From an optimization exercise on the open Yosys and OpenROAD flow, aimed at small area, a short achievable clock period and few clock cycles; shortcuts taken in it are not production practice.
RTL that was checked went through simulation tests only; none was proved equivalent to the original.
For runs 1 to 4, only the layout was checked, not whether the RTL still works.
Power figures rest on the tool's default switching activity, not on a simulated workload.

<file path="run.sh">
#!/bin/bash
# synth_recipe.tcl (not shown) runs the flow's synth.tcl, then flattens the netlist and writes it again
# the make line also repeats each setting of config.mk as NAME=value (left out here)
make -C /OpenROAD-flow-scripts/flow DESIGN_CONFIG=/design/flow/config.mk WORK_HOME=/design/flow/orfs CLKGATE_MAP_FILE= SYNTH_SCRIPT=/design/flow/synth_recipe.tcl finish
</file>
<file path="config.mk">
export PLATFORM = sky130hd
export DESIGN_NAME = weight_update
export DESIGN_NICKNAME = weight_update
export VERILOG_FILES = /design/flow/design.v
export SDC_FILE = /design/flow/constraint.sdc
export NUM_CORES = 4
export LEC_CHECK = 0
export ABC_CLOCK_PERIOD_IN_PS = 2300
export CAP_MARGIN = 20
export CORE_MARGIN = 2
export CORE_UTILIZATION = 40
export SETUP_SLACK_MARGIN = 3.7
export SLEW_MARGIN = 20
</file>
<file path="constraint.sdc">
create_clock -name core_clock -period 6.0 [get_ports {clk}]
set_input_delay 1.2000 -clock core_clock [delete_from_list [all_inputs] [get_ports {clk}]]
set_output_delay 1.2000 -clock core_clock [all_outputs]
set_load 0.01 [all_outputs]
</file>
<file path="design.v">
package wu_pkg;
   localparam int LANES  = 4;
   localparam int LANE_W = 16;
   localparam int WORD_W = LANES * LANE_W;
   localparam int ADDR_W = 24;
   localparam int LG_SLICE_WORDS = 3;
   localparam int SLICE_WORDS    = 1 << LG_SLICE_WORDS;
   localparam int LR_SHIFT = 3;
   localparam int NSLOT = 3;
   typedef logic        [WORD_W-1:0] word_t;
   typedef logic signed [LANE_W-1:0] lane_t;
   typedef logic        [ADDR_W-1:0] addr_t;
   typedef logic        [7:0]        node_t;
   typedef logic        [31:0]       len_t;
endpackage
`timescale 1ns/100ps
module sync_fifo #(
   parameter int DW    = 64,
   parameter int DEPTH = 3
) (
   input  logic          clk,
   input  logic          reset,
   input  logic [DW-1:0] wr_data,
   input  logic          wr_en,
   input  logic          rd_en,
   output logic [DW-1:0] rd_data,
   output logic          empty,
   output logic          full,
   output logic          empty_n,    
   output logic          full_n      
);
   localparam int PTR_W = (DEPTH > 1) ? $clog2(DEPTH) : 1;
   logic [DW-1:0]    mem [DEPTH];
   logic [PTR_W-1:0] wr_ptr;
   logic [PTR_W-1:0] rd_ptr;
   logic [PTR_W:0]   level;
   logic [PTR_W:0]   level_n;
   assign rd_data = mem[rd_ptr];
   always_comb begin
      level_n = level;
      if (wr_en && !rd_en) level_n = level + 1'b1;
      else if (rd_en && !wr_en) level_n = level - 1'b1;
   end
   assign empty_n = (level_n == '0);
   assign full_n  = (level_n == (PTR_W+1)'(DEPTH));
   always_ff @(posedge clk) begin
      if (wr_en) mem[wr_ptr] <= wr_data;
   end
   always_ff @(posedge clk) begin
      if (reset) begin
         wr_ptr <= '0;
         rd_ptr <= '0;
         level  <= '0;
         empty  <= 1'b1;
         full   <= 1'b0;
      end else begin
         if (wr_en) wr_ptr <= (wr_ptr == PTR_W'(DEPTH - 1)) ? '0 : wr_ptr + 1'b1;
         if (rd_en) rd_ptr <= (rd_ptr == PTR_W'(DEPTH - 1)) ? '0 : rd_ptr + 1'b1;
         level <= level_n;
         empty <= empty_n;
         full  <= full_n;
      end
   end
endmodule
`timescale 1ns/100ps
module slice_walker
(
   input  logic  clk,
   input  logic  reset,
   input  logic  start,
   input  logic  start_lin,     
   input  logic  lin,           
   input  logic  step,
   input  wu_pkg::node_t node_id,
   input  wu_pkg::node_t num_node,
   input  wu_pkg::len_t  total_length,
   output logic  addr_valid,
   output wu_pkg::addr_t addr,
   output logic  slice_done,    
   output logic  len_last       
);
   localparam int HI_W = wu_pkg::ADDR_W - wu_pkg::LG_SLICE_WORDS;
   wu_pkg::node_t first_slice;
   wu_pkg::node_t num_q;
   wu_pkg::node_t num_m1_q;
   logic          first0_q;
   logic                              active;
   logic [HI_W-1:0]                   hi;         
   logic [wu_pkg::LG_SLICE_WORDS-1:0] lo;
   wu_pkg::node_t                     si;         
   logic                              at_own_q;
   logic                              at_last_q;
   logic [8:0]                        xq;         
   logic [HI_W-1:0]                   hi_next;
   logic                              slice_end;
   logic [HI_W:0]                     left;       
   logic [HI_W:0]                     left_dec;
   logic                              left_le1;
   assign first_slice = (start_lin || (node_id == num_node - 1'b1)) ? 8'd0 : node_id + 1'b1;
   assign slice_end  = &lo;
   assign slice_done = step && slice_end;
   assign addr_valid = active;
   assign addr       = {hi, lo};
   fast_add #(.W(HI_W)) i_hi_add (
      .a (hi), .b ({{(HI_W-9){xq[8]}}, xq}), .cin (1'b1), .sum (hi_next), .cout ()
   );
   fast_add #(.W(HI_W+1)) i_left_dec (
      .a (left), .b ('1), .cin (1'b0), .sum (left_dec), .cout ()
   );
   assign left_le1 = (left[HI_W:1] == '0);
   assign len_last = left_le1 && (lo == total_length[2:0] - 3'd1);
   always_ff @(posedge clk) begin
      num_q     <= num_node;
      num_m1_q  <= num_node - 1'b1;
      first0_q  <= (node_id == num_node - 1'b1);
      at_own_q  <= (si == node_id);
      at_last_q <= (si == num_m1_q);
      if (lin) xq <= 9'd0;
      else if (at_own_q) xq <= first0_q ? 9'd0 : {1'b0, num_q};
      else if (at_last_q) xq <= ~{1'b0, num_m1_q};
      else xq <= 9'd0;
   end
   always_ff @(posedge clk) begin
      if (reset) begin
         active <= 1'b0;
         hi     <= '0;
         lo     <= '0;
         si     <= '0;
         left   <= '0;
      end else if (start) begin
         active <= 1'b1;
         hi     <= HI_W'(first_slice);
         lo     <= '0;
         si     <= first_slice;
         left   <= (HI_W+1)'(total_length[wu_pkg::ADDR_W:3]) + (HI_W+1)'(total_length[2:0] != 3'd0);
      end else if (step) begin
         lo <= lo + 1'b1;
         if (slice_end) begin
            hi <= hi_next;
            si <= at_last_q ? 8'd0 : si + 1'b1;
            if (!left_le1) left <= left_dec;
            if (at_own_q && left_le1) active <= 1'b0;
         end
      end
   end
endmodule
`timescale 1ns/100ps
module fast_add #(
   parameter int W = 16
) (
   input  logic [W-1:0] a,
   input  logic [W-1:0] b,
   input  logic         cin,
   output logic [W-1:0] sum,
   output logic         cout
);
   localparam int LV = (W > 1) ? $clog2(W) : 1;
   logic [W-1:0] p0;
   logic [W-1:0] g [LV+1];
   logic [W-1:0] p [LV+1];
   assign p0   = a ^ b;
   assign g[0] = (a & b) | {{(W-1){1'b0}}, p0[0] & cin};
   assign p[0] = p0;
   for (genvar l = 0; l < LV; l++) begin : g_lv
      for (genvar i = 0; i < W; i++) begin : g_bit
         if ((i >> l) & 1) begin : g_join
            localparam int J = ((i >> l) << l) - 1;
            assign g[l+1][i] = g[l][i] | (p[l][i] & g[l][J]);
            assign p[l+1][i] = p[l][i] & p[l][J];
         end else begin : g_pass
            assign g[l+1][i] = g[l][i];
            assign p[l+1][i] = p[l][i];
         end
      end
   end
   assign sum  = p0 ^ {g[LV][W-2:0], cin};
   assign cout = g[LV][W-1];
endmodule
`timescale 1ns/100ps
module weight_update
(
   input  logic  clk,
   input  logic  reset,
   input  logic  cmd_valid,
   input  logic  cmd_init,
   output logic  cmd_ready,
   input  wu_pkg::word_t weight_in,
   input  logic  weight_valid,
   output logic  weight_ready,
   input  wu_pkg::word_t gradient_in,
   input  logic  gradient_valid,
   output logic  gradient_ready,
   output wu_pkg::word_t result_out,
   output logic  result_valid,
   input  logic  result_ready,
   input  wu_pkg::len_t  total_length,
   input  wu_pkg::node_t node_id,
   input  wu_pkg::node_t num_node,
   output wu_pkg::addr_t avs_address,
   output wu_pkg::word_t avs_writedata,
   output logic  avs_read,
   output logic  avs_write,
   input  wu_pkg::word_t avs_readdata,
   input  logic  avs_waitrequest,
   input  logic  avs_readdatavalid
);
   localparam int CNT_W = $clog2(wu_pkg::NSLOT + 1);
   localparam int HI_W  = wu_pkg::ADDR_W - wu_pkg::LG_SLICE_WORDS;
   typedef enum logic [1:0] {S_IDLE, S_INIT, S_WALK} state_t;
   state_t        state, state_n;
   logic          cmd_rdy_q;
   logic          init_done, init_done_n;
   logic          wrdy_q;          
   logic          grdy_q;          
   logic [CNT_W-1:0] rd_cnt;       
   wu_pkg::word_t upd_q;           
   logic          w_need, w_need_n;      
   logic          res_need, res_need_n;  
   logic          rd_act;
   wu_pkg::addr_t rd_addr;
   logic          rd_cross;
   wu_pkg::addr_t wr_addr;
   logic [HI_W-1:0] wr_prev_hi;
   logic [wu_pkg::LG_SLICE_WORDS-1:0] wr_lo;
   logic          wr_behind;
   wu_pkg::word_t head;
   logic          head_empty, head_empty_n;
   logic          buf_full, buf_full_n;
   localparam int GL_W = wu_pkg::LANE_W - wu_pkg::LR_SHIFT;
   logic [wu_pkg::LANES*GL_W-1:0] gsh_q;    
   logic          g_full, g_full_n;
   logic          g_take;
   wu_pkg::word_t upd_word;
   logic bus_free, wr_acc, upd_free, load, w_take;
   logic wr_cand, rd_cand, issue_rd, issue_wr;
   logic walk_start, init_end, walk_end, cmd_acc;
   logic in_init, in_walk, take_last;
   assign in_init = (state == S_INIT);
   assign in_walk = (state == S_WALK);
   for (genvar i = 0; i < wu_pkg::LANES; i++) begin : g_lane
      logic [GL_W-1:0] gl;
      assign gl = gsh_q[i*GL_W +: GL_W];
      fast_add #(.W(wu_pkg::LANE_W)) i_sub (
         .a   (head[i*wu_pkg::LANE_W +: wu_pkg::LANE_W]),
         .b   (~{{wu_pkg::LR_SHIFT{gl[GL_W-1]}}, gl}),
         .cin (1'b1),
         .sum (upd_word[i*wu_pkg::LANE_W +: wu_pkg::LANE_W]),
         .cout ()
      );
   end
   assign cmd_ready      = cmd_rdy_q;
   assign cmd_acc        = cmd_valid && cmd_rdy_q;
   assign weight_ready   = wrdy_q;
   assign gradient_ready = grdy_q;
   assign result_valid   = res_need;
   assign result_out     = upd_q;
   assign avs_writedata  = upd_q;
   assign bus_free = !(avs_read || avs_write) || !avs_waitrequest;
   assign wr_acc   = avs_write && !avs_waitrequest;
   assign upd_free = (!w_need || wr_acc) && (!res_need || result_ready);
   assign w_take = wrdy_q && weight_valid;
   assign g_take = grdy_q && gradient_valid;
   assign load   = !head_empty && upd_free && (in_init || (in_walk && g_full));
   assign wr_cand  = load || (w_need && !avs_write);
   assign rd_cand  = in_walk && rd_act && (rd_cnt < CNT_W'(wu_pkg::NSLOT));
   assign issue_rd = bus_free && rd_cand;
   assign issue_wr = bus_free && !rd_cand && wr_cand;
   assign init_end   = in_init && init_done && head_empty && (!w_need || wr_acc);
   assign walk_start = (cmd_acc && !cmd_init) || init_end;
   assign walk_end   = in_walk && !rd_act && (rd_cnt == '0) && upd_free;
   slice_walker i_walker (
      .clk (clk), .reset (reset),
      .start (walk_start || cmd_acc), .start_lin ((state == S_IDLE) && cmd_init), .lin (in_init),
      .step (in_init ? w_take : issue_rd),
      .node_id (node_id), .num_node (num_node), .total_length (total_length),
      .addr_valid (rd_act), .addr (rd_addr), .slice_done (rd_cross), .len_last (take_last)
   );
   assign wr_addr = {wr_behind ? wr_prev_hi : rd_addr[wu_pkg::ADDR_W-1:wu_pkg::LG_SLICE_WORDS], wr_lo};
   always_ff @(posedge clk) begin
      if (rd_cross) wr_prev_hi <= rd_addr[wu_pkg::ADDR_W-1:wu_pkg::LG_SLICE_WORDS];
      if (reset || walk_start || cmd_acc) begin
         wr_lo     <= '0;
         wr_behind <= 1'b0;
      end else begin
         if (issue_wr) wr_lo <= wr_lo + 1'b1;
         if (rd_cross) wr_behind <= 1'b1;
         else if (issue_wr && (&wr_lo)) wr_behind <= 1'b0;
      end
   end
   sync_fifo #(.DW(wu_pkg::WORD_W), .DEPTH(wu_pkg::NSLOT)) i_buf (
      .clk (clk), .reset (reset),
      .wr_data (in_init ? weight_in : avs_readdata), .wr_en (in_init ? w_take : avs_readdatavalid),
      .rd_en (load), .rd_data (head), .empty (head_empty), .full (buf_full),
      .empty_n (head_empty_n), .full_n (buf_full_n)
   );
   always_comb begin
      state_n = state;
      case (state)
         S_IDLE:  if (cmd_acc) state_n = cmd_init ? S_INIT : S_WALK;
         S_INIT:  if (init_end) state_n = S_WALK;
         S_WALK:  if (walk_end) state_n = S_IDLE;
         default: state_n = S_IDLE;
      endcase
      w_need_n   = load ? 1'b1 : (w_need && !wr_acc);
      res_need_n = load ? in_walk : (res_need && !result_ready);
      init_done_n = cmd_acc ? 1'b0 : (init_done || (w_take && take_last));
      g_full_n    = g_take || (g_full && !load);
   end
   always_ff @(posedge clk) begin
      if (reset || g_take || load) begin
         for (int i = 0; i < wu_pkg::LANES; i++) begin
            gsh_q[i*GL_W +: GL_W] <= (g_take && !reset) ? gradient_in[i*wu_pkg::LANE_W + wu_pkg::LR_SHIFT +: GL_W] : '0;
         end
      end
   end
   always_ff @(posedge clk) begin
      if (load) upd_q <= upd_word;
      if (issue_rd) avs_address <= rd_addr;
      else if (issue_wr) avs_address <= wr_addr;
   end
   always_ff @(posedge clk) begin
      if (reset) begin
         state     <= S_IDLE;
         cmd_rdy_q <= 1'b0;
         init_done <= 1'b0;
         wrdy_q    <= 1'b0;
         grdy_q    <= 1'b0;
         g_full    <= 1'b0;
         rd_cnt    <= '0;
         w_need    <= 1'b0;
         res_need  <= 1'b0;
         avs_read  <= 1'b0;
         avs_write <= 1'b0;
      end else begin
         if (bus_free) begin
            avs_read  <= issue_rd;
            avs_write <= issue_wr;
         end
         rd_cnt    <= rd_cnt + CNT_W'(issue_rd) - CNT_W'(load && in_walk);
         state     <= state_n;
         w_need    <= w_need_n;
         res_need  <= res_need_n;
         init_done <= init_done_n;
         cmd_rdy_q <= (state_n == S_IDLE);
         wrdy_q    <= (state_n == S_INIT) && !init_done_n && !buf_full_n;
         g_full    <= g_full_n;
         grdy_q    <= (state_n == S_WALK) && !g_full_n &&
                      ((rd_cnt + CNT_W'(issue_rd) - CNT_W'(load && in_walk)) != '0);
      end
   end
endmodule
</file>
==> results.py, run 1 <==
metrics = {
    "power_and_ir_drop": {
        "ir_drop_mv": 0.220,
        "power-per-cell-area_nw_per_um2": 259,
        "leakage_nw": 12.1,
        "report.power.total_w": 0.00817,
    },
    "worst_setup_path": {
        "cp_slowest_cell": "fa_2",
        "crit_fanout": 5,
        "cp_cell_sequence": "buf_12, buf_12, buf_16, mux2i_1, nor2_1, a21oi_1, ha_2, fa_2, nand2b_4, a21oi_4, nor2_2, a21oi_2, a21oi_2, fa_2, inv_1",
        "startpoint_type": "flop",
        "required_ns": 6.35,
        "crit_arrival_ns": 3.31,
        "path_buf_inv": 4,
        "cp_top_family": "adder cells",
        "slowest_delay_ns": 0.51,
        "crit_path_end_kind": "flop",
        "crit_type": "flop to flop",
    },
    "cells_and_area": {
        "final_common_cell": "edfxtp_1",
        "final_nets": 2888,
        "layout-drive-gt1-share_pct": 29.6,
        "synthToLayoutAreaGrowth_pct": 38.7,
        "final_cell_mix": "353 x edfxtp_1, 299 x nand2_1, 193 x clkdlybuf4s50_1, 141 x buf_2, 114 x buf_4",
        "nFillCells": 4755,
    },
    "worst_hold_path": {
        "hp-class": "flop to flop",
    },
    "timing": {
        "tns_ns": 0,
        "slew_headroom_pct": 27.4,
        "fin_ws_ns": 3.04,
        "worst_hold_slack_ns": 0.471,
        "rsz0062_at_grt": "true",
        "period_share_pct": 49.4,
        "fin_crit_ns": 2.96,
        "hold_violations": 0,
        "finClkSkew_ns": 0.0248,
        "timing.fmax_mhz": 337,
        "setup_violations": 0,
        "worst_slew_pin_slew_ns": 1.09,
        "drv_slew": 0,
    },
    "placement": {
        "dp_hpwl_um": 39300,
        "dp_slack_ns": 1.98,
        "place.gp.congestion": 0.878,
        "portBuffers": 387,
    },
    "clocking": {
        "cts_tree": "done",
        "numCtsBuffers": 51,
        "path_clk_slew_ns": 0.06,
        "cts-root-buf": "clkbuf_16",
        "cts_hold_buf": 0,
        "cts_sinks": 463,
        "cts_buffer_depth": 3,
        "clock_latency_ns": 0.59,
        "h-tree-depth": 2,
    },
    "synthesis": {
        "yosys_warnings": 12,
        "syn_area_per_cell_um2": 11.3,
        "synthArstFlopShare_pct": 0,
        "synth_top_area_cell": "edfxtp_1",
        "synth_flop_cell": "edfxtp_1",
        "synth_cells": 2022,
        "synth.top_cells.by_area": "edfxtp_1 47%, dfxtp_1 9.7%, nand2_1 5.2%",
        "syn-cell-area_um2": 22800,
        "yosysSeqAreaShare_pct": 56.3,
        "synth_cell_types": 77,
        "yosysTopAreaCellShare_pct": 46.6,
        "synth_seq_cells": 463,
        "synth_edf_count": 353,
    },
    "floorplan": {
        "rows": 87,
        "die_w_um": 243,
        "die_h_um": 243,
        "io_pins": 407,
        "fp.dieArea_um2": 58800,
        "initial_core_util_pct": 40.4,
        "core_area_um2": 56300,
    },
    "global_routing": {
        "gr-total-overflow": 0,
        "grt_pass1_vias": 17216,
        "antenna_found_initial": 9,
        "grt_max_degree": 65,
        "grt_pass1_wl_um": 97400,
        "track_usage_pct": 21.6,
    },
    "route": {
        "avgRoutedWirePerCell_um": 19.7,
        "vias": 16867,
        "drt-initial-drc-count": 895,
        "first_pass_iters": 7,
        "ant_nets": 0,
        "vias_per_cell": 5.07,
        "drc_errors": 0,
        "wl_um": 65500,
    },
    "flow_run": {
        "max-cap-violations": 0,
    },
    "status": {
        "status": "no timing/DRC/antenna violations",
    },
}
==> per-stage QoR <==
stage / instance area (um^2) / utilization [%] / std cells
after global routing: 31600 / 56.1 / 3322
after detailed placement: 27600 / 49.1 / 3035
after global placement: 27600 / 49.1 / 3035
after floorplan: 23700 / - / 2022
final: 31600 / 56.1 / 3325
after CTS: 30400 / 54.1 / 3260
==> synthesized netlist by cell type, types with 26 or more instances <==
library cell / instances
o21ai_0: 83
mux2i_1: 70
edfxtp_1: 353
a211oi_1: 30
xor2_1: 47
o21a_1: 26
clkbuf_1: 62
and2_1: 57
a21oi_1: 95
dfxtp_1: 110
inv_1: 114
nor2_1: 119
nand2_1: 317
buf_4: 68
ha_1: 95
nor3_1: 32
xnor2_1: 84
nand3_1: 33
==> kinds of logic after synthesis <==
group | Yosys count | synth area share (%)
AND/OR/NAND/NOR | 648 | 13.1
XOR/XNOR | 134 | 5.34
AO/OA/AOI/OAI | 310 | 8.56
flip-flops | 463 | 56.3
buffers and inverters | 256 | 5.37
multiplexers | 95 | 4.32
adder cells (fa/ha/maj) | 116 | 7.07
==> metal layers <==
layer / vias up / GRT usage (%) / share of wire (%)
met4: 10 / 8.10 / 3.5
met2: 432 / 37.4 / 49
met5: - / 0 / 0.10
li1: 8074 / - / -
met1: 8216 / 25.9 / 41
met3: 135 / 5.20 / 6.1
==> worst paths after layout <==
kind                     start             end  slack, ns  cells after the start
max                       flop       upd_q[40]       3.04                     15
min reg2reg  i_walker.num_q[1]  i_walker.xq[1]       0.47                      2
max reg2reg               flop       upd_q[40]       3.04                     15
min          i_walker.num_q[1]  i_walker.xq[1]       0.47                      2
==> timing repair <==
item,4_1_cts,5_1_grt
resized for setup,885,171
cloned,17,1
setup endpoints to repair,668,348
buffers inserted,114,59
pin swaps,65,92
==> final cells by class <==
cell class	instances	area [um^2]	area share (%)
clock buffer	61	1340	4.23
sequential	463	12800	40.7
multi-input combinational	1311	10400	32.9
inverter	115	502	1.59
timing repair buffer	577	5230	16.6
timing repair inverter	4	33.8	0.107
clock inverter	33	287	0.908
antenna	5	12.5	0.0396
tap	756	946	3.00
==> power by group <==
part | switching, W | leakage (nW) | internal, W | total, W
logic | 0.000729 | 7.15 | 0.000668 | 0.00140
registers | 0.0000755 | 4.21 | 0.00366 | 0.00373
clock network | 0.00128 | 0.765 | 0.00176 | 0.00304
==> worst reg2reg max path, cell delays in order (launching register included) <==
cell and delay [ns]:
dfxtp_4 0.37, buf_12 0.14, buf_12 0.12, buf_16 0.13
mux2i_1 0.11, nor2_1 0.10, a21oi_1 0.05, ha_2 0.20
fa_2 0.35, nand2b_4 0.16, a21oi_4 0.15, nor2_2 0.05
a21oi_2 0.14, a21oi_2 0.08, fa_2 0.51, inv_1 0.04
==> registers in the layout, indices dropped and copies added, names as in the netlist, 9 cells and up, named ones only <==
| name | count |
|---|---|
| i_walker.hi | 21 |
| wr_prev_hi | 21 |
| i_walker.left | 22 |
| gsh_q | 52 |
| upd_q | 64 |
| i_buf.mem | 192 |
| avs_address | 24 |
| i_walker.xq | 9 |
==> inputs of run 2 (changes only) <==
--- a/config.mk
+++ b/config.mk
@@ -5,9 +5,9 @@
 export SDC_FILE = /design/flow/constraint.sdc
 export NUM_CORES = 4
 export LEC_CHECK = 0
-export ABC_CLOCK_PERIOD_IN_PS = 2300
+export ABC_CLOCK_PERIOD_IN_PS = 2600
 export CAP_MARGIN = 20
 export CORE_MARGIN = 2
 export CORE_UTILIZATION = 40
-export SETUP_SLACK_MARGIN = 3.7
+export SETUP_SLACK_MARGIN = 3.4
 export SLEW_MARGIN = 20
==> run 2 against run 1 <==
Clock skew down 0.010 ns. Critical path type unchanged. Wire length fell by 2.9%. Still clean. Largest power group unchanged. Sequential power is essentially flat. Largest cell class unchanged.
==> results.py, run 2 <==
metrics = {
    "synthesis": {
        "yosysSeqAreaShare_pct": 56.3,
        "synth_cells": 2022,
        "yosys_warnings": 12,
        "synth-xor-area-share_pct": 5.34,
        "synth_seq_cells": 463,
        "yosysTopAreaCellShare_pct": 46.6,
        "synthSimpleGateAreaFrac_pct": 13.1,
        "syn-cell-area_um2": 22800,
        "synthAdderAreaFrac_pct": 7.07,
        "syn_area_per_cell_um2": 11.3,
        "synth_flop_cell": "edfxtp_1",
        "synthArstFlopShare_pct": 0,
        "synth.area.mux_share_pct": 4.32,
        "synth_top_cells_by_count": "353 x edfxtp_1, 317 x nand2_1, 119 x nor2_1, 114 x inv_1, 110 x dfxtp_1",
        "synth_edf_count": 353,
        "yosys.cell_count.top_type": "edfxtp_1",
        "synth_top_family_by_area": "simple AND/OR/NAND/NOR gates",
        "synth_top_area_cell": "edfxtp_1",
        "synth_compound_area_share_pct": 8.56,
        "synth_cell_types": 77,
        "synth.top_cells.by_area": "edfxtp_1 47%, dfxtp_1 9.7%, nand2_1 5.2%",
    },
    "placement": {
        "dp_slack_ns": 2.02,
        "place.gp.congestion": 0.872,
        "dp_hpwl_um": 39600,
        "portBuffers": 387,
        "dpl_cell_area_um2": 27400,
    },
    "route": {
        "drt-initial-drc-count": 841,
        "ant_nets": 0,
        "avgRoutedWirePerCell_um": 19.7,
        "drc_errors": 0,
        "vias": 16331,
        "vias_per_cell": 5.06,
        "first_pass_iters": 6,
        "wl_um": 63600,
    },
    "power_and_ir_drop": {
        "leakage_nw": 11.7,
        "net-switching-power_w": 0.00199,
        "netSwitchingFraction_pct": 24.9,
        "power-per-cell-area_nw_per_um2": 263,
        "report.power.total_w": 0.00801,
        "seq_power_share_pct": 46.6,
        "pwr-share-clk_pct": 37.3,
        "p_int_w": 0.00601,
        "ir_drop_mv": 0.202,
        "pwr-share-comb_pct": 16.1,
    },
    "global_routing": {
        "track_usage_pct": 20.9,
        "gr-total-overflow": 0,
        "grt_pass1_vias": 16630,
        "grt_max_degree": 76,
        "grt_pass1_wl_um": 94900,
        "antenna_found_initial": 5,
    },
    "status": {
        "status": "no timing/DRC/antenna violations",
    },
    "timing": {
        "timing.fmax_mhz": 347,
        "tns_ns": 0,
        "fin_ws_ns": 3.12,
        "finClkSkew_ns": 0.0148,
        "setup_violations": 0,
        "drv_slew": 0,
        "period_share_pct": 48.0,
        "slew_headroom_pct": 34.9,
        "rsz0062_at_grt": "true",
        "hold_violations": 0,
        "worst_slew_pin_slew_ns": 0.977,
        "fin_crit_ns": 2.88,
    },
    "cells_and_area": {
        "final_cell_mix": "353 x edfxtp_1, 307 x nand2_1, 204 x clkdlybuf4s50_1, 157 x dlygate4sd2_1, 111 x nor2_1",
        "final_common_cell": "edfxtp_1",
        "top_register": "i_buf.mem",
        "largest_register_ffs": 192,
        "finish.instance_area_um2": 30400,
        "synthToLayoutAreaGrowth_pct": 33.7,
        "layout-drive-gt1-share_pct": 16.8,
        "final_nets": 2797,
        "largest_registers": "i_buf.mem (192), upd_q (64), gsh_q (52)",
    },
    "floorplan": {
        "initial_core_util_pct": 40.4,
        "die_h_um": 243,
        "core_area_um2": 56300,
        "fp.dieArea_um2": 58800,
        "rows": 87,
        "io_pins": 407,
        "die_w_um": 243,
    },
    "worst_setup_path": {
        "crit_fanout": 6,
        "cp_cell_sequence": "buf_12, mux2i_1, nor2_1, a21oi_2, ha_2, fa_2, nand2b_4, a21oi_4, nor4_2, nor2_1, a21oi_2, fa_2, inv_1",
        "startpoint_type": "flop",
        "slowest_delay_ns": 0.52,
        "crit_arrival_ns": 3.22,
        "cp_slowest_cell": "fa_2",
        "required_ns": 6.34,
        "crit_type": "flop to flop",
        "crit_path_end_kind": "flop",
    },
    "clocking": {
        "h-tree-depth": 2,
        "path_clk_slew_ns": 0.06,
        "cts_tree": "done",
        "numCtsBuffers": 51,
        "cts_buffer_depth": 3,
        "cts_hold_buf": 0,
        "clock_latency_ns": 0.58,
        "cts_sinks": 463,
        "cts-root-buf": "clkbuf_16",
    },
    "worst_hold_path": {
        "hp-class": "flop to flop",
    },
    "flow_run": {
        "max-cap-violations": 0,
    },
}
## run 2: final timing paths
path / slack, ns / cells past startpoint / to / startpoint
setup / recovery: 3.12 / 13 / upd_q[56] / flop
hold / removal: 0.46 / 2 / i_walker.xq[0] / i_walker.num_q[0]
setup reg to reg: 3.12 / 13 / upd_q[56] / flop
hold reg to reg: 0.46 / 2 / i_walker.xq[0] / i_walker.num_q[0]
## run 2: metal layers
metal,wire (um),vias up,GRT usage [%]
met5,65,-,0
met4,1410,10,5.05
met3,3820,100,4.10
met2,31800,429,37.5
met1,26500,7914,25.6
li1,-,7878,-
## run 2: cell type report
type,instances,area (um^2)
clock inverters,20,173
multi-input cells,1308,9820
repair buffers,489,4720
clock buffers,72,1410
well taps,756,946
flip-flops and latches,463,12800
inverters,115,489
repair inverters,4,33.8
diodes,1,2.50
fillers,4891,25900
## run 2: cell families after synthesis
| logic type | Yosys count |
|---|---|
| adders and majority gates | 116 |
| DFF | 463 |
| and+or+nand+nor | 648 |
| xor gates and xnor gates | 134 |
| AOI/OAI and AO/OA | 310 |
| buffers and inverters | 256 |
| muxes | 95 |
## run 2: power by group through the flow
| stage | Clock (W) | Sequential [W] | Combinational (W) |
|---|---|---|---|
| after floorplan | 0 | 0.00378 | 0.000714 |
| after global placement | 0 | 0.00380 | 0.00110 |
| after detailed placement | 0 | 0.00381 | 0.00112 |
| after CTS | 0.00307 | 0.00373 | 0.00125 |
| after global routing | 0.00318 | 0.00375 | 0.00142 |
| final | 0.00298 | 0.00373 | 0.00129 |
## run 2: per-stage QoR
stage,util (%),hold slack (ns),instances
after global placement,48.7,0.463,3034
after global routing,54.0,0.499,3227
after floorplan,-,0.431,2022
after CTS,53.6,0.466,3212
after detailed placement,48.7,0.450,3034
final,54.0,0.464,3228
## run 2: worst max-delay path: cells and delay by family, from the launching register on
family / cells / cell delay [ns]
AND/OR/NAND/NOR: 4 / 0.51
buffers and inverters: 2 / 0.20
AO/OA/AOI/OAI: 3 / 0.34
flip-flops: 1 / 0.38
multiplexers: 1 / 0.11
adder cells (fa/ha/maj): 3 / 1.10
## run 2: timing repair
action | CTS | global route
pin swaps | 46 | 29
gates resized for setup | 315 | 68
cloned | 12 | 2
buffers inserted | 74 | 13
setup endpoints to repair | 659 | 197
==> inputs of run 3 (changes only) <==
--- a/design.v
+++ b/design.v
@@ -210,8 +210,6 @@
    state_t        state, state_n;
    logic          cmd_rdy_q;
    logic          init_done, init_done_n;
-   logic          wrdy_q;          
-   logic          grdy_q;          
    logic [CNT_W-1:0] rd_cnt;       
    wu_pkg::word_t upd_q;           
    logic          w_need, w_need_n;      
@@ -226,10 +224,7 @@
    wu_pkg::word_t head;
    logic          head_empty, head_empty_n;
    logic          buf_full, buf_full_n;
-   localparam int GL_W = wu_pkg::LANE_W - wu_pkg::LR_SHIFT;
-   logic [wu_pkg::LANES*GL_W-1:0] gsh_q;    
-   logic          g_full, g_full_n;
-   logic          g_take;
+   wu_pkg::word_t grad;
    wu_pkg::word_t upd_word;
    logic bus_free, wr_acc, upd_free, load, w_take;
    logic wr_cand, rd_cand, issue_rd, issue_wr;
@@ -237,12 +232,13 @@
    logic in_init, in_walk, take_last;
    assign in_init = (state == S_INIT);
    assign in_walk = (state == S_WALK);
+   assign grad = gradient_in;
    for (genvar i = 0; i < wu_pkg::LANES; i++) begin : g_lane
-      logic [GL_W-1:0] gl;
-      assign gl = gsh_q[i*GL_W +: GL_W];
+      logic [wu_pkg::LANE_W-1:0] gl;
+      assign gl = grad[i*wu_pkg::LANE_W +: wu_pkg::LANE_W];
       fast_add #(.W(wu_pkg::LANE_W)) i_sub (
          .a   (head[i*wu_pkg::LANE_W +: wu_pkg::LANE_W]),
-         .b   (~{{wu_pkg::LR_SHIFT{gl[GL_W-1]}}, gl}),
+         .b   (~{{wu_pkg::LR_SHIFT{gl[wu_pkg::LANE_W-1]}}, gl[wu_pkg::LANE_W-1:wu_pkg::LR_SHIFT]}),
          .cin (1'b1),
          .sum (upd_word[i*wu_pkg::LANE_W +: wu_pkg::LANE_W]),
          .cout ()
@@ -250,22 +246,21 @@
    end
    assign cmd_ready      = cmd_rdy_q;
    assign cmd_acc        = cmd_valid && cmd_rdy_q;
-   assign weight_ready   = wrdy_q;
-   assign gradient_ready = grdy_q;
+   assign weight_ready   = in_init && !init_done && upd_free;
+   assign gradient_ready = in_walk && !head_empty && upd_free;
    assign result_valid   = res_need;
    assign result_out     = upd_q;
    assign avs_writedata  = upd_q;
    assign bus_free = !(avs_read || avs_write) || !avs_waitrequest;
    assign wr_acc   = avs_write && !avs_waitrequest;
    assign upd_free = (!w_need || wr_acc) && (!res_need || result_ready);
-   assign w_take = wrdy_q && weight_valid;
-   assign g_take = grdy_q && gradient_valid;
-   assign load   = !head_empty && upd_free && (in_init || (in_walk && g_full));
+   assign w_take = weight_ready && weight_valid;
+   assign load   = w_take || (gradient_ready && gradient_valid);
    assign wr_cand  = load || (w_need && !avs_write);
    assign rd_cand  = in_walk && rd_act && (rd_cnt < CNT_W'(wu_pkg::NSLOT));
    assign issue_rd = bus_free && rd_cand;
    assign issue_wr = bus_free && !rd_cand && wr_cand;
-   assign init_end   = in_init && init_done && head_empty && (!w_need || wr_acc);
+   assign init_end   = in_init && init_done && (!w_need || wr_acc);
    assign walk_start = (cmd_acc && !cmd_init) || init_end;
    assign walk_end   = in_walk && !rd_act && (rd_cnt == '0) && upd_free;
    slice_walker i_walker (
@@ -283,14 +278,13 @@
          wr_behind <= 1'b0;
       end else begin
          if (issue_wr) wr_lo <= wr_lo + 1'b1;
-         if (rd_cross) wr_behind <= 1'b1;
-         else if (issue_wr && (&wr_lo)) wr_behind <= 1'b0;
+         if (rd_cross != (issue_wr && (&wr_lo))) wr_behind <= rd_cross;
       end
    end
    sync_fifo #(.DW(wu_pkg::WORD_W), .DEPTH(wu_pkg::NSLOT)) i_buf (
       .clk (clk), .reset (reset),
-      .wr_data (in_init ? weight_in : avs_readdata), .wr_en (in_init ? w_take : avs_readdatavalid),
-      .rd_en (load), .rd_data (head), .empty (head_empty), .full (buf_full),
+      .wr_data (avs_readdata), .wr_en (avs_readdatavalid),
+      .rd_en (load && in_walk), .rd_data (head), .empty (head_empty), .full (buf_full),
       .empty_n (head_empty_n), .full_n (buf_full_n)
    );
    always_comb begin
@@ -304,17 +298,9 @@
       w_need_n   = load ? 1'b1 : (w_need && !wr_acc);
       res_need_n = load ? in_walk : (res_need && !result_ready);
       init_done_n = cmd_acc ? 1'b0 : (init_done || (w_take && take_last));
-      g_full_n    = g_take || (g_full && !load);
    end
    always_ff @(posedge clk) begin
-      if (reset || g_take || load) begin
-         for (int i = 0; i < wu_pkg::LANES; i++) begin
-            gsh_q[i*GL_W +: GL_W] <= (g_take && !reset) ? gradient_in[i*wu_pkg::LANE_W + wu_pkg::LR_SHIFT +: GL_W] : '0;
-         end
-      end
-   end
-   always_ff @(posedge clk) begin
-      if (load) upd_q <= upd_word;
+      if (load) upd_q <= in_init ? weight_in : upd_word;
       if (issue_rd) avs_address <= rd_addr;
       else if (issue_wr) avs_address <= wr_addr;
    end
@@ -323,9 +309,6 @@
          state     <= S_IDLE;
          cmd_rdy_q <= 1'b0;
          init_done <= 1'b0;
-         wrdy_q    <= 1'b0;
-         grdy_q    <= 1'b0;
-         g_full    <= 1'b0;
          rd_cnt    <= '0;
          w_need    <= 1'b0;
          res_need  <= 1'b0;
@@ -342,10 +325,6 @@
          res_need  <= res_need_n;
          init_done <= init_done_n;
          cmd_rdy_q <= (state_n == S_IDLE);
-         wrdy_q    <= (state_n == S_INIT) && !init_done_n && !buf_full_n;
-         g_full    <= g_full_n;
-         grdy_q    <= (state_n == S_WALK) && !g_full_n &&
-                      ((rd_cnt + CNT_W'(issue_rd) - CNT_W'(load && in_walk)) != '0);
       end
    end
 endmodule
==> run 3 against run 2 <==
Still clean on timing, DRC and antenna. Global-route usage about the same. Clock skew rose by 0.011 ns. Synthesized cell count is 11% lower. Sequential share of layout area shrank 2.8 points. Non-clock buffer count is 20 higher. Area after synthesis shrank 11%. Critical path depth down 7. Largest cell class unchanged. Highest routed layer unchanged.
==> results.py, run 3 <==
metrics = {
    "status": {
        "status": "no timing/DRC/antenna violations",
    },
    "cells_and_area": {
        "largest_registers": "i_buf.mem (192), upd_q (64), avs_address (24)",
        "synthToLayoutAreaGrowth_pct": 40.3,
        "largest_register_ffs": 192,
        "layout-drive-gt1-share_pct": 22.3,
        "top_register": "i_buf.mem",
        "final_common_cell": "edfxtp_1",
        "final_cell_mix": "301 x edfxtp_1, 192 x clkdlybuf4s50_1, 187 x nand2_1, 173 x dlygate4sd2_1, 119 x nor2_1",
        "final_nets": 2593,
    },
    "clocking": {
        "clock_latency_ns": 0.58,
        "cts_sinks": 408,
        "cts_hold_buf": 0,
        "path_clk_slew_ns": 0.06,
        "cts_buffer_depth": 3,
        "numCtsBuffers": 46,
        "cts_tree": "done",
        "cts-root-buf": "clkbuf_16",
        "h-tree-depth": 2,
    },
    "synthesis": {
        "syn-cell-area_um2": 20300,
        "synthArstFlopShare_pct": 0,
        "synth-xor-area-share_pct": 5.87,
        "synth.area.mux_share_pct": 4.64,
        "synth_cell_types": 68,
        "synth_top_area_cell": "edfxtp_1",
        "yosys_warnings": 12,
        "synth_edf_count": 301,
        "yosys.cell_count.top_type": "edfxtp_1",
        "syn_area_per_cell_um2": 11.3,
        "synth_flop_cell": "edfxtp_1",
        "synth_top_cells_by_count": "301 x edfxtp_1, 209 x nand2_1, 127 x nor2_1, 125 x o21ai_0, 107 x dfxtp_1",
        "synth_top_family_by_area": "simple AND/OR/NAND/NOR gates",
        "synth_compound_area_share_pct": 10.1,
        "synth.top_cells.by_area": "edfxtp_1 45%, dfxtp_1 11%, ha_1 5.9%",
        "synthAdderAreaFrac_pct": 7.93,
        "synth_seq_cells": 408,
        "synth_cells": 1803,
        "synthSimpleGateAreaFrac_pct": 11.0,
        "yosysSeqAreaShare_pct": 55.1,
        "yosysTopAreaCellShare_pct": 44.6,
    },
    "global_routing": {
        "met2_usage_pct": 36.1,
        "grt_pass1_vias": 15270,
        "gr-total-overflow": 0,
        "antenna_found_initial": 14,
        "grt-busiest-layer": "met2",
        "grtUsageMet1_pct": 25.8,
        "track_usage_pct": 20.8,
        "grt_pass1_wl_um": 85000,
        "use_met3_pct": 4.64,
        "grt_max_degree": 84,
    },
    "power_and_ir_drop": {
        "ir_drop_mv": 0.197,
        "power-per-cell-area_nw_per_um2": 259,
        "leakage_nw": 10.6,
    },
    "floorplan": {
        "initial_core_util_pct": 40.5,
        "die_h_um": 229,
        "core_area_um2": 50100,
        "rows": 82,
        "io_pins": 407,
        "die_w_um": 229,
        "fp.dieArea_um2": 52500,
    },
    "route": {
        "drt-initial-drc-count": 650,
        "vias": 14898,
        "avgRoutedWirePerCell_um": 19.0,
        "ant_nets": 0,
        "first_pass_iters": 4,
        "drc_errors": 0,
        "wl_um": 56100,
        "vias_per_cell": 5.06,
    },
    "worst_setup_path": {
        "regToRegSetupSlack_ns": 2.90,
        "cp_slowest_cell": "a21o_4",
        "startpoint_type": "input port",
        "crit_path_end_kind": "primary output",
        "crit_arrival_ns": 2.11,
        "cp_top_family": "buffers and inverters",
        "path_buf_inv": 3,
        "required_ns": 4.80,
        "slowest_delay_ns": 0.23,
        "crit_type": "input port to primary output",
        "crit_fanout": 4,
        "cp_cell_sequence": "buf_8, nand2b_4, a21o_4, buf_6, nor3_4, buf_2",
    },
    "timing": {
        "worst_slew_pin_slew_ns": 1.03,
        "period_share_pct": 55.2,
        "rsz0062_at_grt": "true",
        "slew_headroom_pct": 31.4,
        "fin_crit_ns": 3.31,
        "worst_hold_slack_ns": 0.462,
        "finClkSkew_ns": 0.0262,
        "timing.fmax_mhz": 302,
        "tns_ns": 0,
        "setup_violations": 0,
        "drv_slew": 0,
        "hold_violations": 0,
    },
    "placement": {
        "place.gp.congestion": 0.845,
        "portBuffers": 387,
        "dp_hpwl_um": 37300,
    },
    "worst_hold_path": {
        "hp-class": "flop to flop",
    },
    "flow_run": {
        "max-cap-violations": 0,
    },
}
[run 3: stage by stage]
stage	cells	utilization, %	setup slack (ns)	total power (W)	area (um^2)
final	2943	56.8	2.69	0.00736	28500
after detailed placement	2742	49.9	1.55	0.00435	25000
after global routing	2941	56.8	2.68	0.00765	28500
after floorplan	1803	-	2.22	0.00391	20900
after CTS	2903	55.4	2.60	0.00736	27700
after global placement	2741	49.8	1.58	0.00432	25000
[run 3: path summary, 6_finish.rpt]
path / from / end / cells after the start
worst max-delay path: avs_waitrequest / weight_ready / 6
worst min-delay path: i_walker.num_q[0] / i_walker.xq[0] / 2
worst max register to register: flop / upd_q[47] / 14
worst min register to register: i_walker.num_q[0] / i_walker.xq[0] / 2
[run 3: kinds of logic after synthesis]
group / Yosys count
adder cells (fa/ha/maj): 116
AND/OR/NAND/NOR: 486
multiplexers: 91
XOR/XNOR: 136
AO/OA/AOI/OAI: 343
flip-flops: 408
buffers and inverters: 223
[run 3: layout make-up]
type / instances / area [um^2]
flip-flops and latches: 408 / 11200
multi-input cells: 1173 / 9580
inverters: 89 / 409
diodes: 6 / 15.0
repair inverters: 1 / 8.76
well taps: 672 / 841
repair buffers: 509 / 4850
clock buffers: 56 / 1230
fillers: 4276 / 21600
clock inverters: 29 / 318
[run 3: what timing repair did]
| item | in CTS | in global routing |
|---|---|---|
| endpoints found under the setup margin | 597 | 260 |
| resized for setup | 416 | 102 |
| pin swaps | 99 | 90 |
| gates cloned | 1 | 2 |
| setup buffers | 75 | 32 |
[run 3: worst register-to-register path, delay by kind of cell (launching register included)]
kind,cells,cell delay (ns)
flip-flops,1,0.35
AND/OR/NAND/NOR,2,0.68
buffers and inverters,4,0.39
XOR/XNOR,1,0.22
AO/OA/AOI/OAI,5,0.81
multiplexers,1,0.17
adder cells (fa/ha/maj),1,0.19
[run 3: layer usage]
| layer | wire length (um) | up-vias | part of all wire, % |
|---|---|---|---|
| met5 | 101 | - | 0.18 |
| met1 | 23800 | 7242 | 42 |
| met4 | 1340 | 16 | 2.4 |
| met2 | 27800 | 337 | 50 |
| met3 | 3060 | 94 | 5.5 |
| li1 | - | 7209 | - |
[run 3: power by group]
part           leakage [nW]  switching, W  internal (W)  total [W]
combinational          6.16      0.000618      0.000589    0.00121
sequential             3.68     0.0000630       0.00319    0.00325
clock                 0.750       0.00118       0.00172    0.00291
==> inputs of run 4 (changes only) <==
--- a/design.v
+++ b/design.v
@@ -145,22 +145,30 @@
    end
 endmodule
 `timescale 1ns/100ps
-module fast_add #(
+module add_pg #(
    parameter int W = 16
 ) (
    input  logic [W-1:0] a,
    input  logic [W-1:0] b,
    input  logic         cin,
-   output logic [W-1:0] sum,
-   output logic         cout
+   output logic [W-1:0] p,
+   output logic [W-1:0] g
+);
+   assign p = a ^ b;
+   assign g = (a & b) | {{(W-1){1'b0}}, p[0] & cin};
+endmodule
+module add_tree #(
+   parameter int W = 16
+) (
+   input  logic [W-1:0] p_in,
+   input  logic [W-1:0] g_in,
+   output logic [W-1:0] c       
 );
    localparam int LV = (W > 1) ? $clog2(W) : 1;
-   logic [W-1:0] p0;
    logic [W-1:0] g [LV+1];
    logic [W-1:0] p [LV+1];
-   assign p0   = a ^ b;
-   assign g[0] = (a & b) | {{(W-1){1'b0}}, p0[0] & cin};
-   assign p[0] = p0;
+   assign g[0] = g_in;
+   assign p[0] = p_in;
    for (genvar l = 0; l < LV; l++) begin : g_lv
       for (genvar i = 0; i < W; i++) begin : g_bit
          if ((i >> l) & 1) begin : g_join
@@ -173,8 +181,32 @@
          end
       end
    end
-   assign sum  = p0 ^ {g[LV][W-2:0], cin};
-   assign cout = g[LV][W-1];
+   assign c = g[LV];
+endmodule
+module add_sum #(
+   parameter int W = 16
+) (
+   input  logic [W-1:0] p,
+   input  logic [W-1:0] c,
+   input  logic         cin,
+   output logic [W-1:0] sum
+);
+   assign sum = p ^ {c[W-2:0], cin};
+endmodule
+module fast_add #(
+   parameter int W = 16
+) (
+   input  logic [W-1:0] a,
+   input  logic [W-1:0] b,
+   input  logic         cin,
+   output logic [W-1:0] sum,
+   output logic         cout
+);
+   logic [W-1:0] p, g, c;
+   add_pg   #(.W(W)) i_pg   (.a (a), .b (b), .cin (cin), .p (p), .g (g));
+   add_tree #(.W(W)) i_tree (.p_in (p), .g_in (g), .c (c));
+   add_sum  #(.W(W)) i_sum  (.p (p), .c (c), .cin (cin), .sum (sum));
+   assign cout = c[W-1];
 endmodule
 `timescale 1ns/100ps
 module weight_update
--- a/config.mk
+++ b/config.mk
@@ -11,3 +11,5 @@
 export CORE_UTILIZATION = 40
 export SETUP_SLACK_MARGIN = 3.4
 export SLEW_MARGIN = 20
+export SYNTH_HIERARCHICAL = 1
+export SYNTH_MINIMUM_KEEP_SIZE = 0
==> run 4 against run 3 <==
Still clean on timing, DRC and antenna. Register-to-register slack improved by 0.10 ns. Setup slack better by 0.20 ns. Clock power fell by 7.6%. Non-clock buffer count is 31 higher. Total power fell by 0.55%. Final area up 6.0%. Global-route usage rose by 0.43 points. Highest routed layer unchanged.
==> results.py, run 4 <==
metrics = {
    "timing": {
        "drv_slew": 0,
        "hold_violations": 0,
        "fin_crit_ns": 3.11,
        "finClkSkew_ns": 0.0308,
        "timing.fmax_mhz": 321,
        "setup_violations": 0,
        "worst_slew_pin_slew_ns": 0.872,
        "slew_headroom_pct": 41.8,
        "rsz0062_at_grt": "true",
        "period_share_pct": 51.9,
        "tns_ns": 0,
    },
    "worst_setup_path": {
        "r2r_end": "upd_q[13]",
        "crit_fanout": 4,
        "r2r_cells": 15,
        "startpoint_type": "input port",
        "required_ns": 4.80,
        "crit_arrival_ns": 1.91,
        "regToRegSetupSlack_ns": 3.00,
        "crit_path_end_kind": "primary output",
        "crit_type": "input port to primary output",
    },
    "clocking": {
        "cts_tree": "done",
        "numCtsBuffers": 45,
        "clock_latency_ns": 0.58,
        "cts-root-buf": "clkbuf_16",
        "cts_buffer_depth": 3,
        "path_clk_slew_ns": 0.06,
        "h-tree-depth": 2,
        "cts_sinks": 408,
        "cts_hold_buf": 0,
    },
    "cells_and_area": {
        "final_cell_mix": "343 x nand2_1, 301 x edfxtp_1, 193 x clkdlybuf4s50_1, 176 x dlygate4sd2_1, 123 x xor2_1",
        "synthToLayoutAreaGrowth_pct": 38.7,
        "final_common_cell": "nand2_1",
        "layout-drive-gt1-share_pct": 21.0,
        "utilization_pct": 56.0,
        "largest_registers": "i_buf.mem (192), upd_q (64), avs_address (24)",
        "final_nets": 2848,
        "largest_register_ffs": 192,
        "top_register": "i_buf.mem",
    },
    "floorplan": {
        "initial_core_util_pct": 40.4,
        "rows": 85,
        "fp.dieArea_um2": 56200,
        "die_h_um": 237,
        "die_w_um": 237,
        "io_pins": 407,
        "core_area_um2": 53800,
    },
    "worst_hold_path": {
        "hold_path_depth": 2,
        "hp-class": "flop to flop",
        "worst_hold_path.endpoint": "i_walker.xq[7]",
        "min_from": "i_walker.num_q[7]",
    },
    "power_and_ir_drop": {
        "power-per-cell-area_nw_per_um2": 243,
        "ir_drop_mv": 0.173,
        "leakage_nw": 12.4,
    },
    "route": {
        "vias": 16213,
        "vias_per_cell": 5.04,
        "drt-initial-drc-count": 769,
        "avgRoutedWirePerCell_um": 19.0,
        "drc_errors": 0,
        "first_pass_iters": 5,
        "ant_nets": 0,
        "wl_um": 61100,
    },
    "global_routing": {
        "grt_pass1_vias": 16130,
        "antenna_found_initial": 20,
        "track_usage_pct": 21.2,
        "gr-total-overflow": 0,
        "grt_pass1_wl_um": 92100,
        "grt_max_degree": 67,
    },
    "synthesis": {
        "syn-cell-area_um2": 21700,
        "yosys_warnings": 18,
        "synth_cells": 1999,
        "syn_area_per_cell_um2": 10.9,
    },
    "placement": {
        "portBuffers": 387,
        "place.gp.congestion": 0.854,
        "dp_hpwl_um": 39900,
    },
    "flow_run": {
        "max-cap-violations": 0,
    },
    "status": {
        "status": "no timing/DRC/antenna violations",
    },
}
## run 4: how the worst max path moves through the flow
stage / startpoint / endpoint / slack (ns) / depth (start not counted)
after floorplan: avs_readdatavalid / i_buf.mem[0][0] / 2.65 / 3
after global placement: avs_waitrequest / gradient_ready / 1.88 / 5
after detailed placement: avs_waitrequest / i_walker.si[6] / 1.83 / 13
after CTS: avs_waitrequest / gradient_ready / 2.86 / 5
after global routing: avs_waitrequest / gradient_ready / 2.87 / 5
final: avs_waitrequest / weight_ready / 2.89 / 5
## run 4: area by class of cell
cell class                      instances  area [um^2]
Fill cell                            4605        23700
Sequential cell                       408        11200
Multi-Input combinational cell       1387        10800
Timing Repair Buffer                  540         5440
Clock buffer                           60         1220
Tap cell                              696          871
Inverter                               95          402
Clock inverter                         21          188
Antenna cell                           12         30.0
## run 4: per-layer routing
metal	up-vias	share of wire, %	track usage [%]
li1	7953	-	-
met1	7773	42	26.3
met2	389	49	36.7
met3	90	5.9	4.74
met4	8	2.5	7.30
met5	-	0.075	0
## run 4: timing repair
action                                  CTS  global route
endpoints found under the setup margin  570           144
cloned                                   10             2
resized for setup                       416           108
pin swaps                                82            63
buffers inserted                        102            28
## run 4: critical path, stage by stage
cell     delay, ns
buf_8         0.10
nor2b_4       0.13
o21ai_4       0.10
nor3_4        0.23
buf_6         0.15
## run 4: per-stage QoR
| stage | setup slack (ns) | hold WS (ns) | std cells | area [um^2] | total power, W |
|---|---|---|---|---|---|
| floorplan | 2.65 | 0.401 | 2030 | 22400 | 0.00407 |
| detailed placement | 1.83 | 0.419 | 2984 | 26300 | 0.00450 |
| global route | 2.87 | 0.468 | 3216 | 30100 | 0.00764 |
| finish | 2.89 | 0.434 | 3219 | 30200 | 0.00732 |
| global placement | 1.88 | 0.416 | 2984 | 26300 | 0.00447 |
| CTS | 2.86 | 0.435 | 3177 | 29500 | 0.00731 |
## run 4: where the power goes
part	leakage, nW	internal, W	switching (W)	total (W)
clock	0.679	0.00156	0.00113	0.00269
sequential	3.69	0.00319	0.0000659	0.00325
combinational	8.06	0.000672	0.000709	0.00138
==> inputs of run 5 (changes only) <==
--- a/design.v
+++ b/design.v
@@ -88,27 +88,38 @@
    logic [HI_W-1:0]                   hi;         
    logic [wu_pkg::LG_SLICE_WORDS-1:0] lo;
    wu_pkg::node_t                     si;         
+   logic                              crossed_q;  
    logic                              at_own_q;
    logic                              at_last_q;
    logic [8:0]                        xq;         
    logic [HI_W-1:0]                   hi_next;
+   logic [HI_W-1:0]                   hi_cur;
    logic                              slice_end;
    logic [HI_W:0]                     left;       
    logic [HI_W:0]                     left_dec;
-   logic                              left_le1;
+   logic [HI_W:0]                     left_nz;    
+   logic                              part;       
+   logic                              le1_q, le2_q, le1;
    assign first_slice = (start_lin || (node_id == num_node - 1'b1)) ? 8'd0 : node_id + 1'b1;
    assign slice_end  = &lo;
    assign slice_done = step && slice_end;
    assign addr_valid = active;
-   assign addr       = {hi, lo};
+   assign hi_cur     = crossed_q ? hi_next : hi;
+   assign addr       = {hi_cur, lo};
    fast_add #(.W(HI_W)) i_hi_add (
       .a (hi), .b ({{(HI_W-9){xq[8]}}, xq}), .cin (1'b1), .sum (hi_next), .cout ()
    );
-   fast_add #(.W(HI_W+1)) i_left_dec (
-      .a (left), .b ('1), .cin (1'b0), .sum (left_dec), .cout ()
-   );
-   assign left_le1 = (left[HI_W:1] == '0);
-   assign len_last = left_le1 && (lo == total_length[2:0] - 3'd1);
+   assign left_nz[0] = left[0];
+   for (genvar i = 1; i <= HI_W; i++) begin : g_dec
+      assign left_nz[i] = |left[i:0];
+      assign left_dec[i] = left[i] ^ !left_nz[i-1];
+   end
+   assign left_dec[0] = !left[0];
+   assign part  = (total_length[2:0] != 3'd0);
+   assign le1_q = (left[HI_W:1] == '0) && !(left[0] && part);
+   assign le2_q = (left[HI_W:2] == '0) && !(left[1] && (left[0] || part));
+   assign le1   = crossed_q ? le2_q : le1_q;
+   assign len_last = le1 && (lo == total_length[2:0] - 3'd1);
    always_ff @(posedge clk) begin
       num_q     <= num_node;
       num_m1_q  <= num_node - 1'b1;
@@ -122,52 +133,62 @@
    end
    always_ff @(posedge clk) begin
       if (reset) begin
-         active <= 1'b0;
-         hi     <= '0;
-         lo     <= '0;
-         si     <= '0;
-         left   <= '0;
+         active    <= 1'b0;
+         crossed_q <= 1'b0;
+         hi        <= '0;
+         lo        <= '0;
+         si        <= '0;
+         left      <= '0;
       end else if (start) begin
-         active <= 1'b1;
-         hi     <= HI_W'(first_slice);
-         lo     <= '0;
-         si     <= first_slice;
-         left   <= (HI_W+1)'(total_length[wu_pkg::ADDR_W:3]) + (HI_W+1)'(total_length[2:0] != 3'd0);
-      end else if (step) begin
-         lo <= lo + 1'b1;
-         if (slice_end) begin
+         active    <= 1'b1;
+         crossed_q <= 1'b0;
+         hi        <= HI_W'(first_slice);
+         lo        <= '0;
+         si        <= first_slice;
+         left      <= total_length[wu_pkg::ADDR_W:3];
+      end else begin
+         if (step) lo <= lo + 1'b1;
+         crossed_q <= step && slice_end;
+         if (step && slice_end && at_own_q && le1) active <= 1'b0;
+         if (crossed_q) begin
             hi <= hi_next;
             si <= at_last_q ? 8'd0 : si + 1'b1;
-            if (!left_le1) left <= left_dec;
-            if (at_own_q && left_le1) active <= 1'b0;
+            if (!le1_q) left <= left_dec;
          end
       end
    end
 endmodule
 `timescale 1ns/100ps
-module add_pg #(
+module add_xor #(
    parameter int W = 16
 ) (
    input  logic [W-1:0] a,
    input  logic [W-1:0] b,
-   input  logic         cin,
-   output logic [W-1:0] p,
-   output logic [W-1:0] g
+   output logic [W-1:0] y
 );
-   assign p = a ^ b;
-   assign g = (a & b) | {{(W-1){1'b0}}, p[0] & cin};
+   assign y = a ^ b;
+endmodule
+module add_and #(
+   parameter int W = 16
+) (
+   input  logic [W-1:0] a,
+   input  logic [W-1:0] b,
+   output logic [W-1:0] y
+);
+   assign y = a & b;
 endmodule
 module add_tree #(
    parameter int W = 16
 ) (
    input  logic [W-1:0] p_in,
    input  logic [W-1:0] g_in,
+   input  logic         cin,
    output logic [W-1:0] c       
 );
    localparam int LV = (W > 1) ? $clog2(W) : 1;
    logic [W-1:0] g [LV+1];
    logic [W-1:0] p [LV+1];
-   assign g[0] = g_in;
+   assign g[0] = g_in | {{(W-1){1'b0}}, p_in[0] & cin};
    assign p[0] = p_in;
    for (genvar l = 0; l < LV; l++) begin : g_lv
       for (genvar i = 0; i < W; i++) begin : g_bit
@@ -203,8 +224,9 @@
    output logic         cout
 );
    logic [W-1:0] p, g, c;
-   add_pg   #(.W(W)) i_pg   (.a (a), .b (b), .cin (cin), .p (p), .g (g));
-   add_tree #(.W(W)) i_tree (.p_in (p), .g_in (g), .c (c));
+   add_xor  #(.W(W)) i_p    (.a (a), .b (b), .y (p));
+   add_and  #(.W(W)) i_g    (.a (a), .b (b), .y (g));
+   add_tree #(.W(W)) i_tree (.p_in (p), .g_in (g), .cin (cin), .c (c));
    add_sum  #(.W(W)) i_sum  (.p (p), .c (c), .cin (cin), .sum (sum));
    assign cout = c[W-1];
 endmodule
@@ -242,6 +264,8 @@
    state_t        state, state_n;
    logic          cmd_rdy_q;
    logic          init_done, init_done_n;
+   logic          wrdy_q;          
+   logic          grdy_q;          
    logic [CNT_W-1:0] rd_cnt;       
    wu_pkg::word_t upd_q;           
    logic          w_need, w_need_n;      
@@ -256,7 +280,10 @@
    wu_pkg::word_t head;
    logic          head_empty, head_empty_n;
    logic          buf_full, buf_full_n;
-   wu_pkg::word_t grad;
+   localparam int GL_W = wu_pkg::LANE_W - wu_pkg::LR_SHIFT;
+   logic [wu_pkg::LANES*GL_W-1:0] gsh_q;    
+   logic          g_full, g_full_n;
+   logic          g_take;
    wu_pkg::word_t upd_word;
    logic bus_free, wr_acc, upd_free, load, w_take;
    logic wr_cand, rd_cand, issue_rd, issue_wr;
@@ -264,13 +291,12 @@
    logic in_init, in_walk, take_last;
    assign in_init = (state == S_INIT);
    assign in_walk = (state == S_WALK);
-   assign grad = gradient_in;
    for (genvar i = 0; i < wu_pkg::LANES; i++) begin : g_lane
-      logic [wu_pkg::LANE_W-1:0] gl;
-      assign gl = grad[i*wu_pkg::LANE_W +: wu_pkg::LANE_W];
+      logic [GL_W-1:0] gl;
+      assign gl = gsh_q[i*GL_W +: GL_W];
       fast_add #(.W(wu_pkg::LANE_W)) i_sub (
          .a   (head[i*wu_pkg::LANE_W +: wu_pkg::LANE_W]),
-         .b   (~{{wu_pkg::LR_SHIFT{gl[wu_pkg::LANE_W-1]}}, gl[wu_pkg::LANE_W-1:wu_pkg::LR_SHIFT]}),
+         .b   (~{{wu_pkg::LR_SHIFT{gl[GL_W-1]}}, gl}),
          .cin (1'b1),
          .sum (upd_word[i*wu_pkg::LANE_W +: wu_pkg::LANE_W]),
          .cout ()
@@ -278,21 +304,22 @@
    end
    assign cmd_ready      = cmd_rdy_q;
    assign cmd_acc        = cmd_valid && cmd_rdy_q;
-   assign weight_ready   = in_init && !init_done && upd_free;
-   assign gradient_ready = in_walk && !head_empty && upd_free;
+   assign weight_ready   = wrdy_q;
+   assign gradient_ready = grdy_q;
    assign result_valid   = res_need;
    assign result_out     = upd_q;
    assign avs_writedata  = upd_q;
    assign bus_free = !(avs_read || avs_write) || !avs_waitrequest;
    assign wr_acc   = avs_write && !avs_waitrequest;
    assign upd_free = (!w_need || wr_acc) && (!res_need || result_ready);
-   assign w_take = weight_ready && weight_valid;
-   assign load   = w_take || (gradient_ready && gradient_valid);
+   assign w_take = wrdy_q && weight_valid;
+   assign g_take = grdy_q && gradient_valid;
+   assign load   = !head_empty && upd_free && (in_init || (in_walk && g_full));
    assign wr_cand  = load || (w_need && !avs_write);
    assign rd_cand  = in_walk && rd_act && (rd_cnt < CNT_W'(wu_pkg::NSLOT));
    assign issue_rd = bus_free && rd_cand;
    assign issue_wr = bus_free && !rd_cand && wr_cand;
-   assign init_end   = in_init && init_done && (!w_need || wr_acc);
+   assign init_end   = in_init && init_done && head_empty && (!w_need || wr_acc);
    assign walk_start = (cmd_acc && !cmd_init) || init_end;
    assign walk_end   = in_walk && !rd_act && (rd_cnt == '0) && upd_free;
    slice_walker i_walker (
@@ -315,8 +342,8 @@
    end
    sync_fifo #(.DW(wu_pkg::WORD_W), .DEPTH(wu_pkg::NSLOT)) i_buf (
       .clk (clk), .reset (reset),
-      .wr_data (avs_readdata), .wr_en (avs_readdatavalid),
-      .rd_en (load && in_walk), .rd_data (head), .empty (head_empty), .full (buf_full),
+      .wr_data (in_init ? weight_in : avs_readdata), .wr_en (in_init ? w_take : avs_readdatavalid),
+      .rd_en (load), .rd_data (head), .empty (head_empty), .full (buf_full),
       .empty_n (head_empty_n), .full_n (buf_full_n)
    );
    always_comb begin
@@ -330,9 +357,17 @@
       w_need_n   = load ? 1'b1 : (w_need && !wr_acc);
       res_need_n = load ? in_walk : (res_need && !result_ready);
       init_done_n = cmd_acc ? 1'b0 : (init_done || (w_take && take_last));
+      g_full_n    = g_take || (g_full && !load);
+   end
+   always_ff @(posedge clk) begin
+      if (reset || g_take || load) begin
+         for (int i = 0; i < wu_pkg::LANES; i++) begin
+            gsh_q[i*GL_W +: GL_W] <= (g_take && !reset) ? gradient_in[i*wu_pkg::LANE_W + wu_pkg::LR_SHIFT +: GL_W] : '0;
+         end
+      end
    end
    always_ff @(posedge clk) begin
-      if (load) upd_q <= in_init ? weight_in : upd_word;
+      if (load) upd_q <= upd_word;
       if (issue_rd) avs_address <= rd_addr;
       else if (issue_wr) avs_address <= wr_addr;
    end
@@ -341,6 +376,9 @@
          state     <= S_IDLE;
          cmd_rdy_q <= 1'b0;
          init_done <= 1'b0;
+         wrdy_q    <= 1'b0;
+         grdy_q    <= 1'b0;
+         g_full    <= 1'b0;
          rd_cnt    <= '0;
          w_need    <= 1'b0;
          res_need  <= 1'b0;
@@ -357,6 +395,10 @@
          res_need  <= res_need_n;
          init_done <= init_done_n;
          cmd_rdy_q <= (state_n == S_IDLE);
+         wrdy_q    <= (state_n == S_INIT) && !init_done_n && !buf_full_n;
+         g_full    <= g_full_n;
+         grdy_q    <= (state_n == S_WALK) && !g_full_n &&
+                      ((rd_cnt + CNT_W'(issue_rd) - CNT_W'(load && in_walk)) != '0);
       end
    end
 endmodule
==> config.mk (replaced) <==
export PLATFORM = sky130hd
export DESIGN_NAME = weight_update
export DESIGN_NICKNAME = weight_update
export VERILOG_FILES = /design/flow/design.v
export SDC_FILE = /design/flow/constraint.sdc
export NUM_CORES = 4
export LEC_CHECK = 0
export ABC_CLOCK_PERIOD_IN_PS = 2500
export CAP_MARGIN = 20
export CORE_MARGIN = 2
export CORE_UTILIZATION = 40
export SETUP_SLACK_MARGIN = 3.5
export SLEW_MARGIN = 20
==> run 5 against run 4 <==
Still clean. Area after synthesis is 3.3% higher. Sequential share of layout area rose by 4.4 points. Register-to-register slack worse by 0.09 ns. Setup slack better by 0.026 ns. Combinational power shrank 12%. Via count rose by 1.0%. First-iteration DRC count decreased by 11%. Final cell count grew 1.1%. Synthesized cell count is 0.55% higher. Flip-flop and latch count grew 56. Sequential power up 14%. Total power up 12%.
==> results.py, run 5 <==
metrics = {
    "status": {
        "status": "no timing/DRC/antenna violations",
    },
    "timing": {
        "finClkSkew_ns": 0.0312,
        "hold_violations": 0,
        "setup_violations": 0,
        "tns_ns": 0,
        "drv_slew": 0,
        "slew_headroom_pct": 50.0,
        "worst_slew_pin_slew_ns": 0.748,
        "worst_hold_slack_ns": 0.460,
        "period_share_pct": 51.5,
        "rsz0062_at_grt": "true",
    },
    "power_and_ir_drop": {
        "leakage_nw": 11.8,
        "ir_drop_mv": 0.238,
        "power-per-cell-area_nw_per_um2": 264,
    },
    "global_routing": {
        "grt_max_degree": 68,
        "antenna_found_initial": 5,
        "gr-total-overflow": 0,
        "track_usage_pct": 21.1,
    },
    "worst_setup_path": {
        "crit_type": "flop to flop",
        "slowest_delay_ns": 0.45,
        "crit_path_end_kind": "flop",
        "crit_fanout": 6,
        "startpoint_type": "flop",
        "r2r_cells": 14,
        "cp_slowest_cell": "dfxtp_4",
        "cp_cell_sequence": "buf_12, buf_12, mux2i_1, o21ai_2, ha_1, nor2b_1, o21ai_2, a21boi_2, o21a_1, o21a_1, o21ai_1, nand2b_1, fa_2, xor2_1",
        "cp_top_family": "compound AO/OA/AOI/OAI gates",
        "cp.depth": 14,
        "crit_arrival_ns": 3.42,
        "path_buf_inv": 2,
        "required_ns": 6.34,
    },
    "floorplan": {
        "fp.dieArea_um2": 58100,
        "die_h_um": 241,
        "rows": 86,
        "io_pins": 407,
        "die_w_um": 241,
        "initial_core_util_pct": 40.6,
        "core_area_um2": 55300,
    },
    "placement": {
        "dp_hpwl_um": 38500,
        "place.gp.congestion": 0.837,
        "dpl_cell_area_um2": 27100,
        "portBuffers": 387,
    },
    "worst_hold_path": {
        "hp-class": "flop to flop",
        "hold_path_depth": 2,
    },
    "cells_and_area": {
        "largest_registers": "i_buf.mem (192), upd_q (64), gsh_q (52)",
        "layout-drive-gt1-share_pct": 23.4,
        "final_nets": 2824,
        "top_register": "i_buf.mem",
        "final_cell_mix": "353 x edfxtp_1, 308 x nand2_1, 211 x clkdlybuf4s50_1, 137 x nor2_1, 104 x dfxtp_1",
        "synthToLayoutAreaGrowth_pct": 37.7,
        "nFillCells": 4700,
        "final_common_cell": "edfxtp_1",
        "finish.instance_area_um2": 30900,
        "largest_register_ffs": 192,
    },
    "route": {
        "drt-initial-drc-count": 688,
        "wl_um": 63400,
        "drc_errors": 0,
        "first_pass_iters": 5,
        "avgRoutedWirePerCell_um": 19.5,
        "vias": 16376,
        "ant_nets": 0,
    },
    "clocking": {
        "clock_latency_ns": 0.62,
        "cts_sinks": 464,
        "cts_hold_buf": 0,
        "cts-root-buf": "clkbuf_16",
        "cts_buffer_depth": 3,
    },
    "synthesis": {
        "syn_area_per_cell_um2": 11.2,
        "syn-cell-area_um2": 22500,
        "yosys_warnings": 9,
        "synth_cells": 2010,
    },
    "flow_run": {
        "max-cap-violations": 0,
    },
}
==> run 5: kinds of logic (layout without fill, tap and decap cells) <==
group	count (synthesis)	count (layout)	share of synthesized area [%]
fa+ha+maj	115	115	7.09
mux	90	90	4.06
flops	464	464	57.1
xor+xnor	112	112	4.68
simple gates	667	667	13.3
buf+inv	254	744	5.35
compound gates	308	311	8.46
other cells	0	4	0
==> run 5: layer usage <==
layer / vias to the layer above / global-route usage (%) / part of all wire, %
met5: - / 0 / 0.019
met4: 2 / 6.70 / 2.5
met3: 89 / 4.05 / 5.2
met2: 409 / 37.9 / 51
met1: 8001 / 25.4 / 41
li1: 7875 / - / -
==> run 5: what timing repair did <==
action                     in CTS  in global routing
setup endpoints to repair     645                397
gates cloned                   12                  2
pin swaps                      57                 75
buffers inserted               92                 32
resized for setup             637                186
==> run 5: per-stage QoR <==
step	power [W]	cells	setup slack [ns]	util (%)
floorplan	0.00439	2010	2.28	-
global placement	0.00476	3018	2.16	49.0
detailed placement	0.00479	3018	2.06	49.0
CTS	0.00819	3217	2.91	54.9
global route	0.00849	3254	2.80	56.0
finish	0.00818	3255	2.91	56.0
==> run 5: final timing paths <==
kind / start / slack, ns / to
max: flop / 2.91 / upd_q[41]
max reg2reg: flop / 2.91 / upd_q[41]
min reg2reg: i_walker.num_q[2] / 0.46 / i_walker.xq[2]
min: i_walker.num_q[2] / 0.46 / i_walker.xq[2]
==> run 5: layout make-up <==
class / instances / area, um^2 / share of cell area (%)
inverters: 113 / 474 / 1.53
multi-input cells: 1295 / 9790 / 31.6
clock inverters: 34 / 408 / 1.32
flip-flops and latches: 464 / 12800 / 41.5
repair buffers: 533 / 5120 / 16.5
repair inverters: 3 / 40.0 / 0.129
well taps: 748 / 936 / 3.02
clock buffers: 61 / 1330 / 4.31
diodes: 4 / 10.0 / 0.0323
==> run 5: worst min-delay path: cells and delay by family, from the launching register on <==
family	cells	cell delay, ns
simple gates	1	0.07
compound gates	1	0.05
flops	1	0.31
==> run 5: power breakdown <==
part / switching (W) / internal, W
logic: 0.000631 / 0.000584
clock network: 0.00131 / 0.00194
registers: 0.0000642 / 0.00365
total: 0.00201 / 0.00617
Testbench counts of run 5, summed over its fixed seeds: cycles 20,526.
